This is an optimization exercise on Yosys and OpenROAD, whose aim is small area, not a production implementation. Only simulation tests tie the RTL to the original design; equivalence was not proved.

==> inputs of trial 87 <==
==> flow/design.v <==
package cpu_pkg;
	typedef enum logic [3:0] {
		ALU_NOP    = 4'b0000,
		ALU_SETC   = 4'b0001,  
		ALU_CLRC   = 4'b0010,  
		ALU_PASS_A = 4'b0011,  
		ALU_PASS_B = 4'b0100,  
		ALU_NOT    = 4'b0101,
		ALU_INC    = 4'b0110,
		ALU_DEC    = 4'b0111,
		ALU_ADD    = 4'b1000,
		ALU_SUB    = 4'b1001,
		ALU_AND    = 4'b1010,
		ALU_OR     = 4'b1011,
		ALU_SHL    = 4'b1100,  
		ALU_SHR    = 4'b1101
	} alu_fn_t;
endpackage
module control_unit (
	input  logic               clk,
	input  logic               rst_n,
	input  logic               in_valid,
	input  logic [16-1:0] instr,
	input  logic [16-1:0] imm,
	output logic               d_valid,
	output logic [8:0]         d_op,
	output logic [3-1:0] d_rd,
	output logic [3-1:0] d_rs,
	output logic [16-1:0] d_imm
);
	always_ff @(posedge clk) begin
		d_valid <= rst_n & in_valid;
		d_op    <= instr[15:7];
		d_rd    <= instr[6:4];
		d_rs    <= instr[3:1];
		d_imm   <= imm;
	end
endmodule
module reg_file (
	input  logic               clk,
	input  logic               rst_n,
	input  logic               we,
	input  logic [3-1:0] waddr,
	input  logic [16-1:0] wdata,
	input  logic [7:0]         sel_a,
	input  logic [7:0]         sel_b,
	output logic [16-1:0] rdata_a,
	output logic [16-1:0] rdata_b
);
	logic [16-1:0] ra [0:7];
	logic [16-1:0] rb [0:7];
	for (genvar r = 0; r < 8; r++) begin : g_reg
		logic [16-1:0] q;
		logic               ld;
		logic               keep;
		assign ld   = rst_n && we && waddr == 3'(r);
		assign keep = rst_n && !(we && waddr == 3'(r));
		always_ff @(posedge clk)
			q <= (q & {16{keep}}) | (wdata & {16{ld}});
		assign ra[r] = q & {16{sel_a[r]}};
		assign rb[r] = q & {16{sel_b[r]}};
	end
	always_comb begin
		rdata_a = '0;
		rdata_b = '0;
		for (int r = 0; r < 8; r++) begin
			rdata_a = rdata_a | ra[r];
			rdata_b = rdata_b | rb[r];
		end
	end
endmodule
module execute_stage (
	input  logic               clk,
	input  logic               rst_n,
	input  logic               d_valid,
	input  logic [8:0]         d_op,
	input  logic [3-1:0] d_rd,
	input  logic [3-1:0] d_rs,
	input  logic [16-1:0] d_imm,
	output logic [7:0]         sel_a,
	output logic [7:0]         sel_b,
	input  logic [16-1:0] rf_a,
	input  logic [16-1:0] rf_b,
	input  logic               fwd_vld,
	input  logic [3-1:0] fwd_dst,
	input  logic [16-1:0] fwd_data,
	output logic               mem_we,
	output logic               mem_re,
	output logic [8-1:0] mem_addr,
	output logic [16-1:0] mem_wdata,
	input  logic [16-1:0] mem_rdata,
	output logic               e_reg_we,
	output logic               e_io_in,
	output logic               e_io_out,
	output logic [16-1:0] e_result,
	output logic [2:0]         flags
);
	logic op_not, op_inc, op_dec, op_out, op_in, op_mov, op_add, op_sub, op_and, op_or;
	logic op_shl, op_shr, op_shli, op_shri, op_push, op_pop, op_ldm, op_ldd, op_std;
	logic op_setc, op_clrc;
	always_comb begin
		op_setc = d_op == 9'b000_000001;
		op_clrc = d_op == 9'b000_000010;
		op_not  = d_op == 9'b001_000000;
		op_inc  = d_op == 9'b001_000001;
		op_dec  = d_op == 9'b001_000010;
		op_out  = d_op == 9'b001_000011;
		op_in   = d_op == 9'b001_000100;
		op_mov  = d_op == 9'b010_000000;
		op_add  = d_op == 9'b010_000001;
		op_sub  = d_op == 9'b010_000010;
		op_and  = d_op == 9'b010_000011;
		op_or   = d_op == 9'b010_000100;
		op_shl  = d_op == 9'b010_000101;
		op_shr  = d_op == 9'b010_000110;
		op_shli = d_op == 9'b010_000111;
		op_shri = d_op == 9'b010_001000;
		op_push = d_op == 9'b011_000000;
		op_pop  = d_op == 9'b011_000001;
		op_ldm  = d_op == 9'b011_000010;
		op_ldd  = d_op == 9'b011_000011;
		op_std  = d_op == 9'b011_000100;
	end
	logic use_imm, left, shift, arith, zn_upd, is_load, stack;
	assign use_imm = op_shli | op_shri | op_ldm;
	assign left    = op_shl | op_shli;
	assign shift   = op_shl | op_shr | op_shli | op_shri;
	assign arith   = op_inc | op_dec | op_add | op_sub;
	assign zn_upd  = op_not | arith | op_and | op_or | shift;
	assign is_load = op_pop | op_ldd;
	assign stack   = op_push | op_pop;
	logic fwd_a, fwd_b;
	logic [16-1:0] op_a, op_b;
	assign fwd_a = fwd_vld && fwd_dst == d_rd;
	assign fwd_b = fwd_vld && fwd_dst == d_rs && !use_imm;
	always_comb begin
		for (int r = 0; r < 8; r++) begin
			sel_a[r] = !fwd_a && d_rd == 3'(r);
			sel_b[r] = !fwd_b && !use_imm && d_rs == 3'(r);
		end
	end
	assign op_a = rf_a | (fwd_data & {16{fwd_a}});
	assign op_b = rf_b | (fwd_data & {16{fwd_b}}) | (d_imm & {16{use_imm}});
	logic [16-1:0] add_b;
	logic               add_ci;
	logic [16:0]   sum;
	logic               c_arith;
	assign add_b   = op_inc ? '0 : op_dec ? '1 : op_sub ? ~op_b : op_b;
	assign add_ci  = op_inc | op_sub;
	assign sum     = {1'b0, op_a} + {1'b0, add_b} + {{16{1'b0}}, add_ci};
	assign c_arith = sum[16] ^ (op_sub | op_dec);  
	logic [3:0]         shamt;
	logic [16-1:0] sh_in, sh_out, sh_rev;
	logic [16:0]   sh_wide;
	assign shamt = op_b[3:0];
	always_comb begin
		for (int i = 0; i < 16; i++)
			sh_in[i] = left ? op_a[16-1-i] : op_a[i];
	end
	assign sh_wide = {sh_in, 1'b0} >> shamt;
	assign sh_out  = sh_wide[16:1];
	always_comb begin
		for (int i = 0; i < 16; i++)
			sh_rev[i] = sh_out[16-1-i];
	end
	always_comb begin
		e_result = mem_rdata
			| (~op_a          & {16{op_not}})
			| (sum[16-1:0] & {16{arith}})
			| ((op_a & op_b)  & {16{op_and}})
			| ((op_a | op_b)  & {16{op_or}})
			| (sh_out         & {16{op_shr | op_shri}})
			| (sh_rev         & {16{left}})
			| (op_b           & {16{op_mov | op_ldm}})
			| (op_a           & {16{op_out}});
	end
	logic flag_z, flag_n, flag_c;
	logic c_next;
	always_comb begin
		c_next = flag_c;
		if (op_setc)
			c_next = 1'b1;
		else if (op_clrc)
			c_next = 1'b0;
		else if (arith)
			c_next = c_arith;
		else if (shift && shamt != 4'd0)
			c_next = sh_wide[0];
	end
	always_ff @(posedge clk) begin
		if (!rst_n) begin
			flag_z <= 1'b0;
			flag_n <= 1'b0;
			flag_c <= 1'b0;
		end else if (d_valid) begin
			flag_c <= c_next;
			if (zn_upd) begin
				flag_z <= e_result == '0;
				flag_n <= e_result[16-1];
			end
		end
	end
	assign flags = {flag_z, flag_n, flag_c};
	logic [8-1:0] sp;
	logic [8-1:0] sp_step;
	assign sp_step = sp + (op_push ? 8'hff : 8'h01);
	always_ff @(posedge clk) begin
		if (!rst_n)
			sp <= 8'(255);
		else if (d_valid && stack)
			sp <= sp_step;
	end
	assign mem_addr  = op_push ? sp : op_pop ? sp_step : op_b[8-1:0];
	assign mem_we    = d_valid && rst_n && (op_push || op_std);
	assign mem_re    = is_load;
	assign mem_wdata = op_a;
	assign e_reg_we = zn_upd | op_in | op_mov | op_ldm | is_load;
	assign e_io_in  = op_in;
	assign e_io_out = op_out;
endmodule
module memory_stage (
	input  logic               clk,
	input  logic               rst_n,
	input  logic               we,      
	input  logic               re,      
	input  logic [8-1:0] addr,
	input  logic [16-1:0] wdata,
	output logic [16-1:0] rdata
);
	localparam int MEM_DEPTH = 1 << 8;
	logic [15:0]        hi_n;    
	logic [15:0]        hi_st;   
	logic [15:0]        lo_n;    
	logic [15:0]        lo_st;   
	logic [16-1:0] wd;
	always_comb begin
		for (int i = 0; i < 16; i++) begin
			hi_n[i]  = !((we || re) && addr[7:4] == 4'(i));
			hi_st[i] = !rst_n || (we && addr[7:4] == 4'(i));
			lo_n[i]  = !(addr[3:0] == 4'(i));
			lo_st[i] = !rst_n || addr[3:0] == 4'(i);
		end
	end
	assign wd = wdata & {16{we}};
	logic [MEM_DEPTH-1:0] sel;
	logic [16-1:0]   col [0:MEM_DEPTH-1];
	for (genvar w = 0; w < MEM_DEPTH; w++) begin : g_word
		logic [16-1:0] q;
		logic               keep;
		mem_nor2  u_sel  (.a(hi_n[w / 16]),  .b(lo_n[w % 16]),  .y(sel[w]));
		mem_nand2 u_keep (.a(hi_st[w / 16]), .b(lo_st[w % 16]), .y(keep));
		for (genvar k = 0; k < 16 / 4; k++) begin : g_cell
			mem_cell4 u_cell (.clk, .ld(sel[w]), .keep, .d(wd[4*k +: 4]), .q(q[4*k +: 4]));
		end
		assign col[w] = q;
	end
	for (genvar b = 0; b < 16; b++) begin : g_rd
		logic [85:0] t_n;   
		for (genvar g = 0; g < 85; g++) begin : g_aoi
			mem_aoi222 u_aoi (
				.a1(col[3*g][b]),     .a2(sel[3*g]),
				.b1(col[3*g + 1][b]), .b2(sel[3*g + 1]),
				.c1(col[3*g + 2][b]), .c2(sel[3*g + 2]),
				.y(t_n[g])
			);
		end
		mem_nand2 u_last (.a(col[255][b]), .b(sel[255]), .y(t_n[85]));
		logic [21:0] u;     
		logic [5:0]  v_n;   
		logic [1:0]  x;
		for (genvar g = 0; g < 21; g++) begin : g_l1
			mem_nand4 u_n (.a(t_n[4*g]), .b(t_n[4*g + 1]), .c(t_n[4*g + 2]), .d(t_n[4*g + 3]), .y(u[g]));
		end
		mem_nand2 u_l1 (.a(t_n[84]), .b(t_n[85]), .y(u[21]));
		for (genvar g = 0; g < 5; g++) begin : g_l2
			mem_nor4 u_n (.a(u[4*g]), .b(u[4*g + 1]), .c(u[4*g + 2]), .d(u[4*g + 3]), .y(v_n[g]));
		end
		mem_nor2  u_l2 (.a(u[20]), .b(u[21]), .y(v_n[5]));
		mem_nand3 u_l3a (.a(v_n[0]), .b(v_n[1]), .c(v_n[2]), .y(x[0]));
		mem_nand3 u_l3b (.a(v_n[3]), .b(v_n[4]), .c(v_n[5]), .y(x[1]));
		assign rdata[b] = x[0] | x[1];
	end
endmodule
module mem_cell4 (
	input  logic       clk,
	input  logic       ld,
	input  logic       keep,
	input  logic [3:0] d,
	output logic [3:0] q
);
	always_ff @(posedge clk)
		q <= (q & {4{keep}}) | (d & {4{ld}});
endmodule
module mem_aoi222 (
	input  logic a1, a2, b1, b2, c1, c2,
	output logic y
);
	assign y = !((a1 & a2) | (b1 & b2) | (c1 & c2));
endmodule
module mem_nand2 (
	input  logic a, b,
	output logic y
);
	assign y = !(a & b);
endmodule
module mem_nor2 (
	input  logic a, b,
	output logic y
);
	assign y = !(a | b);
endmodule
module mem_nand3 (
	input  logic a, b, c,
	output logic y
);
	assign y = !(a & b & c);
endmodule
module mem_nand4 (
	input  logic a, b, c, d,
	output logic y
);
	assign y = !(a & b & c & d);
endmodule
module mem_nor4 (
	input  logic a, b, c, d,
	output logic y
);
	assign y = !(a | b | c | d);
endmodule
module cpu_core (
	input  logic               clk,
	input  logic               rst_n,
	input  logic               in_valid,
	input  logic [16-1:0] instr,
	input  logic [16-1:0] imm,
	input  logic [16-1:0] in_port,
	output logic               retire_valid,
	output logic               retire_we,
	output logic [3-1:0] retire_dst,
	output logic [16-1:0] retire_data,
	output logic [2:0]         retire_flags,
	output logic               out_valid,
	output logic [16-1:0] out_data
);
	logic               d_valid;
	logic [8:0]         d_op;
	logic [3-1:0] d_rd;
	logic [3-1:0] d_rs;
	logic [16-1:0] d_imm;
	logic [7:0]         sel_a, sel_b;
	logic [16-1:0] rf_a, rf_b;
	logic               mem_we, mem_re;
	logic [8-1:0] mem_addr;
	logic [16-1:0] mem_wdata, mem_rdata;
	logic               e_reg_we, e_io_in, e_io_out;
	logic [16-1:0] e_result;
	logic [2:0]         flags;
	logic               x_valid;
	logic               x_reg_we;
	logic               x_io_in;
	logic               x_io_out;
	logic [3-1:0] x_rd;
	logic [16-1:0] x_result;
	logic [16-1:0] x_data;
	control_unit u_decode (
		.clk, .rst_n, .in_valid, .instr, .imm,
		.d_valid, .d_op, .d_rd, .d_rs, .d_imm
	);
	execute_stage u_execute (
		.clk, .rst_n,
		.d_valid, .d_op, .d_rd, .d_rs, .d_imm,
		.sel_a, .sel_b, .rf_a, .rf_b,
		.fwd_vld  (x_reg_we),
		.fwd_dst  (x_rd),
		.fwd_data (x_data),
		.mem_we, .mem_re, .mem_addr, .mem_wdata, .mem_rdata,
		.e_reg_we, .e_io_in, .e_io_out, .e_result, .flags
	);
	memory_stage u_memory (
		.clk, .rst_n,
		.we    (mem_we),
		.re    (mem_re),
		.addr  (mem_addr),
		.wdata (mem_wdata),
		.rdata (mem_rdata)
	);
	always_ff @(posedge clk) begin
		x_valid  <= rst_n & d_valid;
		x_reg_we <= rst_n & d_valid & e_reg_we;
		x_io_in  <= e_io_in;
		x_io_out <= rst_n & d_valid & e_io_out;
		x_rd     <= d_rd;
		x_result <= e_result;
	end
	assign x_data = x_io_in ? in_port : x_result;
	reg_file u_regs (
		.clk, .rst_n,
		.we      (x_reg_we),
		.waddr   (x_rd),
		.wdata   (x_data),
		.sel_a, .sel_b,
		.rdata_a (rf_a),
		.rdata_b (rf_b)
	);
	always_ff @(posedge clk) begin
		retire_valid <= rst_n & x_valid;
		retire_we    <= rst_n & x_reg_we;
		out_valid    <= rst_n & x_io_out;
		retire_flags <= flags;
		retire_dst   <= x_rd;
		retire_data  <= x_data;
	end
	assign out_data = retire_data;
endmodule
==> flow/run.sh <==
#!/bin/bash
# synth_recipe.tcl (not shown) runs the flow's synth.tcl, then flattens the netlist and writes it again
# the make line also repeats each setting of config.mk as NAME=value (left out here)
make -C /OpenROAD-flow-scripts/flow DESIGN_CONFIG=/design/flow/config.mk WORK_HOME=/design/flow/orfs CLKGATE_MAP_FILE= SYNTH_SCRIPT=/design/flow/synth_recipe.tcl finish
==> flow/config.mk <==
export PLATFORM = sky130hd
export DESIGN_NAME = cpu_core
export DESIGN_NICKNAME = cpu_core
export VERILOG_FILES = /design/flow/design.v
export SDC_FILE = /design/flow/constraint.sdc
export NUM_CORES = 4
export LEC_CHECK = 0
export CAP_MARGIN = 20
export CORE_MARGIN = 2
export CORE_UTILIZATION = 62
export CTS_CLUSTER_DIAMETER = 80
export CTS_CLUSTER_SIZE = 24
export PLACE_DENSITY = 0.7
export SLEW_MARGIN = 20
export SYNTH_HIERARCHICAL = 1
export SYNTH_MEMORY_MAX_BITS = 8192
export SYNTH_MINIMUM_KEEP_SIZE = 0
==> flow/constraint.sdc <==
create_clock -name core_clock -period 12.5 [get_ports {clk}]
set_input_delay 2.5000 -clock core_clock [delete_from_list [all_inputs] [get_ports {clk}]]
set_output_delay 2.5000 -clock core_clock [all_outputs]
set_load 0.01 [all_outputs]
==> build 64 (differences from trial 87) <==
--- a/flow/design.v
+++ b/flow/design.v
@@ -141,14 +141,14 @@
 	end
 	assign op_a = rf_a | (fwd_data & {16{fwd_a}});
 	assign op_b = rf_b | (fwd_data & {16{fwd_b}}) | (d_imm & {16{use_imm}});
+	logic               add_inv;
 	logic [16-1:0] add_b;
-	logic               add_ci;
 	logic [16:0]   sum;
 	logic               c_arith;
-	assign add_b   = op_inc ? '0 : op_dec ? '1 : op_sub ? ~op_b : op_b;
-	assign add_ci  = op_inc | op_sub;
-	assign sum     = {1'b0, op_a} + {1'b0, add_b} + {{16{1'b0}}, add_ci};
-	assign c_arith = sum[16] ^ (op_sub | op_dec);  
+	assign add_inv = op_sub | op_dec;
+	assign add_b   = (op_b & {16{op_add | op_sub}}) ^ {16{add_inv}};
+	assign sum     = {1'b0, op_a} + {1'b0, add_b} + {{16{1'b0}}, op_inc | op_sub};
+	assign c_arith = sum[16] ^ add_inv;  
 	logic [3:0]         shamt;
 	logic [16-1:0] sh_in, sh_out, sh_rev;
 	logic [16:0]   sh_wide;
@@ -163,9 +163,10 @@
 		for (int i = 0; i < 16; i++)
 			sh_rev[i] = sh_out[16-1-i];
 	end
+	logic [16-1:0] alu_res;
+	assign e_result = mem_rdata | alu_res;
 	always_comb begin
-		e_result = mem_rdata
-			| (~op_a          & {16{op_not}})
+		alu_res = (~op_a          & {16{op_not}})
 			| (sum[16-1:0] & {16{arith}})
 			| ((op_a & op_b)  & {16{op_and}})
 			| ((op_a | op_b)  & {16{op_or}})
@@ -195,8 +196,8 @@
 		end else if (d_valid) begin
 			flag_c <= c_next;
 			if (zn_upd) begin
-				flag_z <= e_result == '0;
-				flag_n <= e_result[16-1];
+				flag_z <= alu_res == '0;
+				flag_n <= alu_res[16-1];
 			end
 		end
 	end
CORE_UTILIZATION = 70   (was 62)
CTS_CLUSTER_DIAMETER = 70   (was 80)
CTS_CLUSTER_SIZE = 26   (was 24)
PLACE_DENSITY = 0.8   (was 0.7)
==> build 16 (differences from trial 87) <==
--- a/flow/design.v
+++ b/flow/design.v
@@ -141,14 +141,14 @@
 	end
 	assign op_a = rf_a | (fwd_data & {16{fwd_a}});
 	assign op_b = rf_b | (fwd_data & {16{fwd_b}}) | (d_imm & {16{use_imm}});
+	logic               add_inv;
 	logic [16-1:0] add_b;
-	logic               add_ci;
 	logic [16:0]   sum;
 	logic               c_arith;
-	assign add_b   = op_inc ? '0 : op_dec ? '1 : op_sub ? ~op_b : op_b;
-	assign add_ci  = op_inc | op_sub;
-	assign sum     = {1'b0, op_a} + {1'b0, add_b} + {{16{1'b0}}, add_ci};
-	assign c_arith = sum[16] ^ (op_sub | op_dec);  
+	assign add_inv = op_sub | op_dec;
+	assign add_b   = (op_b & {16{op_add | op_sub}}) ^ {16{add_inv}};
+	assign sum     = {1'b0, op_a} + {1'b0, add_b} + {{16{1'b0}}, op_inc | op_sub};
+	assign c_arith = sum[16] ^ add_inv;  
 	logic [3:0]         shamt;
 	logic [16-1:0] sh_in, sh_out, sh_rev;
 	logic [16:0]   sh_wide;
@@ -163,9 +163,10 @@
 		for (int i = 0; i < 16; i++)
 			sh_rev[i] = sh_out[16-1-i];
 	end
+	logic [16-1:0] alu_res;
+	assign e_result = mem_rdata | alu_res;
 	always_comb begin
-		e_result = mem_rdata
-			| (~op_a          & {16{op_not}})
+		alu_res = (~op_a          & {16{op_not}})
 			| (sum[16-1:0] & {16{arith}})
 			| ((op_a & op_b)  & {16{op_and}})
 			| ((op_a | op_b)  & {16{op_or}})
@@ -195,8 +196,8 @@
 		end else if (d_valid) begin
 			flag_c <= c_next;
 			if (zn_upd) begin
-				flag_z <= e_result == '0;
-				flag_n <= e_result[16-1];
+				flag_z <= alu_res == '0;
+				flag_n <= alu_res[16-1];
 			end
 		end
 	end
CTS_CLUSTER_DIAMETER = 65   (was 80)
CTS_CLUSTER_SIZE = 28   (was 24)
==> impl_metrics.json <==
{
  "clkLatencyLatePin_ns": 0.91,
  "grt_pass1_vias": 115934,
  "outcome": "finished clean",
  "fin_util": 0.687,
  "nonClkBufAreaFrac": 0.0250,
  "grt_use_met2": 0.583,
  "start_kind": "input port"
}
[end of results for build 16]
==> impl_metrics.json <==
{
  "outcome": "finished clean",
  "grt_use_met2": 0.590,
  "worst_pin_slew_ns": 1.28,
  "start_kind": "flop",
  "clkLatencyLatePin_ns": 0.93,
  "fin_util": 0.685,
  "grt_pass1_vias": 114766,
  "design.core.area_um2": 240000
}
[end of results for trial 87]
==> impl_metrics.json <==
{
  "outcome": "finished clean",
  "grt_pass1_vias": 117761,
  "nonClkBufAreaFrac": 0.0244,
  "grt_use_met2": 0.633,
  "fin_util": 0.769,
  "clkLatencyLatePin_ns": 0.92
}
[end of results for build 64]

-- what the ideal ports hide --
How much do the figures lean on ideal ports? The routed layouts below were timed once more, with nothing changed but the port constraints.
Step 1 (the two cells are an assumption about what drives the block):
set clk [get_ports {clk}]
set_driving_cell -lib_cell sky130_fd_sc_hd__clkbuf_16 $clk
set_driving_cell -lib_cell sky130_fd_sc_hd__buf_2 [delete_from_list [all_inputs] $clk]
Step 2, shift: input delay + t, output delay - t, t = (earliest + latest rising clock arrival at the registers) / 2. This alone moves slack from input paths to output paths.
a / b / c = ideal ports / drivers / drivers and shift; a / b = the first two.
run	t (ns)	setup WS [ns]	latest minus earliest clock arrival (ns)	worst register clock-pin slew, ns	pins driven straight from the clock port
trial 87	0.993	1.759 / 1.759 / 0.894	0.063 / 0.064	0.10 / 0.10	1
build 64	0.976	1.952 / 1.952 / 1.952	0.048 / 0.049	0.10 / 0.10	1
build 16	0.980	2.907 / 2.972 / 1.997	0.049 / 0.049	0.11 / 0.11	1
After both steps every run listed still meets setup and hold. For build 16, which loses most, drivers alone change the setup slack by +0.065 ns; drivers and shift together by -0.910 ns.
